This is an optimization exercise on Yosys and OpenROAD, whose aim is small area, a short achievable clock period and few clock cycles per item, not a production implementation.
Only simulation tests tie the RTL to the original design; equivalence was not proved.

==> flow/design.v <==
`default_nettype none
package lru_pkg;
  localparam int KEY_SPACE_DEF  = 64;
  localparam int MAX_FRAMES_DEF = 8;
  localparam int              CFG_W     = 4;
  localparam logic [CFG_W-1:0] CFG_RESET = 4'd4;
endpackage
`default_nettype wire
`default_nettype none
`default_nettype wire
`default_nettype none
module lru_ctrl #(
  parameter  int KEY_SPACE  = lru_pkg::KEY_SPACE_DEF,
  parameter  int MAX_FRAMES = lru_pkg::MAX_FRAMES_DEF,
  localparam int KW         = $clog2(KEY_SPACE),
  localparam int CW         = $clog2(MAX_FRAMES + 1)
) (
  input  wire logic                      clk,
  input  wire logic                      rst_n,
  input  wire logic                      accept,
  input  wire logic [KW-1:0]             in_key,
  input  wire logic [$clog2(MAX_FRAMES)-1:0] limm1,
  output logic                           res_hit,
  output logic                           res_evicted,
  output logic [KW-1:0]                  res_evicted_key,
  output logic [CW-1:0]                  occupancy
);
  logic [KW-1:0]         list_r [MAX_FRAMES];
  logic [CW-1:0]         count_r;
  logic [MAX_FRAMES-1:0] vld;
  logic [MAX_FRAMES-1:0] match;
  logic [MAX_FRAMES-1:0] shift;
  logic                  hit;
  logic                  full;
  logic [KW-1:0]         tail_key;
  logic [KW-1:0]         tail_r;
  always_comb begin
    for (int i = 0; i < MAX_FRAMES; i++) begin
      vld[i]   = (count_r > CW'(i));
      match[i] = vld[i] && (list_r[i] == in_key);
    end
  end
  always_comb begin
    shift[0] = 1'b1;
    for (int i = 1; i < MAX_FRAMES; i++) begin
      shift[i] = shift[i-1] & ~match[i-1];
    end
  end
  assign hit  = |match;
  assign full = (count_r > CW'(limm1));
  always_comb begin
    tail_key = '0;
    for (int i = 0; i < MAX_FRAMES; i++) begin
      tail_key = tail_key | ({KW{count_r == CW'(i + 1)}} & list_r[i]);
    end
  end
  always_ff @(posedge clk) begin
    if (accept) begin
      list_r[0] <= in_key;
      for (int i = 1; i < MAX_FRAMES; i++) begin
        if (shift[i]) list_r[i] <= list_r[i-1];
      end
      res_hit         <= hit;
      res_evicted     <= ~hit & full;
      tail_r          <= tail_key;
    end
  end
  always_ff @(posedge clk) begin
    if (!rst_n) begin
      count_r <= '0;
    end else if (accept && !hit && !full) begin
      count_r <= CW'(count_r + 1'b1);
    end
  end
  assign res_evicted_key = {KW{res_evicted}} & tail_r;
  assign occupancy       = count_r;
endmodule
`default_nettype wire
`default_nettype none
module lru_page_reference_tracker_unit #(
  parameter  int KEY_SPACE  = lru_pkg::KEY_SPACE_DEF,
  parameter  int MAX_FRAMES = lru_pkg::MAX_FRAMES_DEF,
  localparam int KW         = $clog2(KEY_SPACE),
  localparam int CW         = $clog2(MAX_FRAMES + 1)
) (
  input  wire logic                      clk,
  input  wire logic                      rst_n,
  input  wire logic                      in_valid,
  output logic                           in_ready,
  input  wire logic [KW-1:0]             in_page_key,
  output logic                           out_valid,
  input  wire logic                      out_ready,
  output logic                           out_hit,
  output logic                           out_evicted,
  output logic [KW-1:0]                  out_evicted_key,
  output logic [CW-1:0]                  out_occupancy,
  input  wire logic                      cfg_valid,
  output logic                           cfg_ready,
  input  wire logic [lru_pkg::CFG_W-1:0] cfg_frames_in_use
);
  localparam int LW = $clog2(MAX_FRAMES);
  logic [LW-1:0] limm1_r;
  logic [LW-1:0] limm1_wr;
  logic          out_valid_r;
  logic          accept;
  always_comb begin
    if (cfg_frames_in_use == '0) begin
      limm1_wr = '0;
    end else if (cfg_frames_in_use > lru_pkg::CFG_W'(MAX_FRAMES)) begin
      limm1_wr = LW'(MAX_FRAMES - 1);
    end else begin
      limm1_wr = LW'(cfg_frames_in_use - 1'b1);
    end
  end
  assign cfg_ready = 1'b1;
  always_ff @(posedge clk) begin
    if (!rst_n) begin
      limm1_r <= LW'(lru_pkg::CFG_RESET - 1'b1);
    end else if (cfg_valid) begin
      limm1_r <= limm1_wr;
    end
  end
  assign in_ready = !out_valid_r || out_ready;
  assign accept   = in_valid && in_ready;
  lru_ctrl #(
    .KEY_SPACE  (KEY_SPACE),
    .MAX_FRAMES (MAX_FRAMES)
  ) u_ctrl (
    .clk             (clk),
    .rst_n           (rst_n),
    .accept          (accept),
    .in_key          (in_page_key),
    .limm1           (limm1_r),
    .res_hit         (out_hit),
    .res_evicted     (out_evicted),
    .res_evicted_key (out_evicted_key),
    .occupancy       (out_occupancy)
  );
  always_ff @(posedge clk) begin
    if (!rst_n) begin
      out_valid_r <= 1'b0;
    end else if (accept) begin
      out_valid_r <= 1'b1;
    end else if (out_ready) begin
      out_valid_r <= 1'b0;
    end
  end
  assign out_valid = out_valid_r;
endmodule
`default_nettype wire
==> flow/config.mk <==
export PLATFORM = sky130hd
export DESIGN_NAME = lru_page_reference_tracker_unit
export DESIGN_NICKNAME = lru_page_reference_tracker_unit
export VERILOG_FILES = /design/flow/design.v
export SDC_FILE = /design/flow/constraint.sdc
export NUM_CORES = 4
export LEC_CHECK = 0
export CAP_MARGIN = 20
export CORE_MARGIN = 2
export CORE_UTILIZATION = 40
export PLACE_DENSITY = 0.6
export SETUP_SLACK_MARGIN = 3
export SLEW_MARGIN = 20
export TNS_END_PERCENT = 0
==> flow/constraint.sdc <==
create_clock -name core_clock -period 5.5 [get_ports {clk}]
set_input_delay 1.1000 -clock core_clock [delete_from_list [all_inputs] [get_ports {clk}]]
set_output_delay 1.1000 -clock core_clock [all_outputs]
set_load 0.01 [all_outputs]
run.sh (not shown) runs the stock make flow with config.mk's settings and CLKGATE_MAP_FILE= SYNTH_SCRIPT=/design/flow/synth_recipe.tcl, a recipe that flattens the netlist after the stock synthesis.
Testbench counts at the start, summed over its fixed seeds: cycles 16,512, items 16,384.
Next try:
--- a/flow/design.v
+++ b/flow/design.v
@@ -32,9 +32,8 @@
   logic [MAX_FRAMES-1:0] shift;
   logic                  hit;
   logic                  full;
   logic [KW-1:0]         tail_key;
-  logic [KW-1:0]         tail_r;
   always_comb begin
     for (int i = 0; i < MAX_FRAMES; i++) begin
       vld[i]   = (count_r > CW'(i));
       match[i] = vld[i] && (list_r[i] == in_key);
@@ -61,9 +60,9 @@
         if (shift[i]) list_r[i] <= list_r[i-1];
       end
       res_hit         <= hit;
       res_evicted     <= ~hit & full;
-      tail_r          <= tail_key;
+      res_evicted_key <= {KW{~hit & full}} & tail_key;
     end
   end
   always_ff @(posedge clk) begin
     if (!rst_n) begin
@@ -71,10 +70,9 @@
     end else if (accept && !hit && !full) begin
       count_r <= CW'(count_r + 1'b1);
     end
   end
-  assign res_evicted_key = {KW{res_evicted}} & tail_r;
-  assign occupancy       = count_r;
+  assign occupancy = count_r;
 endmodule
 `default_nettype wire
 `default_nettype none
 module lru_page_reference_tracker_unit #(
The changed run completed without violations; final area came out higher by 6.0%; wire length is higher by 1.4%; worst setup slack is worse by 0.034 ns; non-clock buffer count increases by 6; count of clock-buffer cells in the layout rose by 1; worst hold slack loses 0.0048 ns; via count falls by 1.1%; register-to-register slack is worse by 0.06 ns; cell count is lower by 1.7%.
Testbench counts after the change, summed over its fixed seeds: cycles 16,512, items 16,384.

## port drivers added, routing unchanged
In the flow no input, the clock included, has a driving cell. The finished layouts below were timed again as built, in two steps. Step 1, drivers: a clkbuf_16 drives clk and a buf_2 each remaining input, both assumed. Step 2 times the ports against the registers' clock, not the clock port: input delays grow and output delays shrink by t, the midpoint of the rising clock arrivals with the driver on. Three values: ideal ports, drivers, drivers and shift; two values: the first two.
| run | shift t [ns] | setup slack, ns | worst hold slack (ns) | latest minus earliest clock arrival (ns) | worst data-port slew with drivers (ns) |
|---|---|---|---|---|---|
| the first run | 0.379 | 2.902 / 2.872 / 2.560 | 0.504 / 0.504 / 0.504 | 0.010 / 0.010 | 0.03 |
| the second run | 0.375 | 2.868 / 2.779 / 2.404 | 0.500 / 0.500 / 0.500 | 0.008 / 0.008 | 0.12 |
After both steps every run listed still meets setup and hold. For the second run, which loses most, drivers alone change the setup slack by -0.089 ns; drivers and shift together by -0.464 ns.
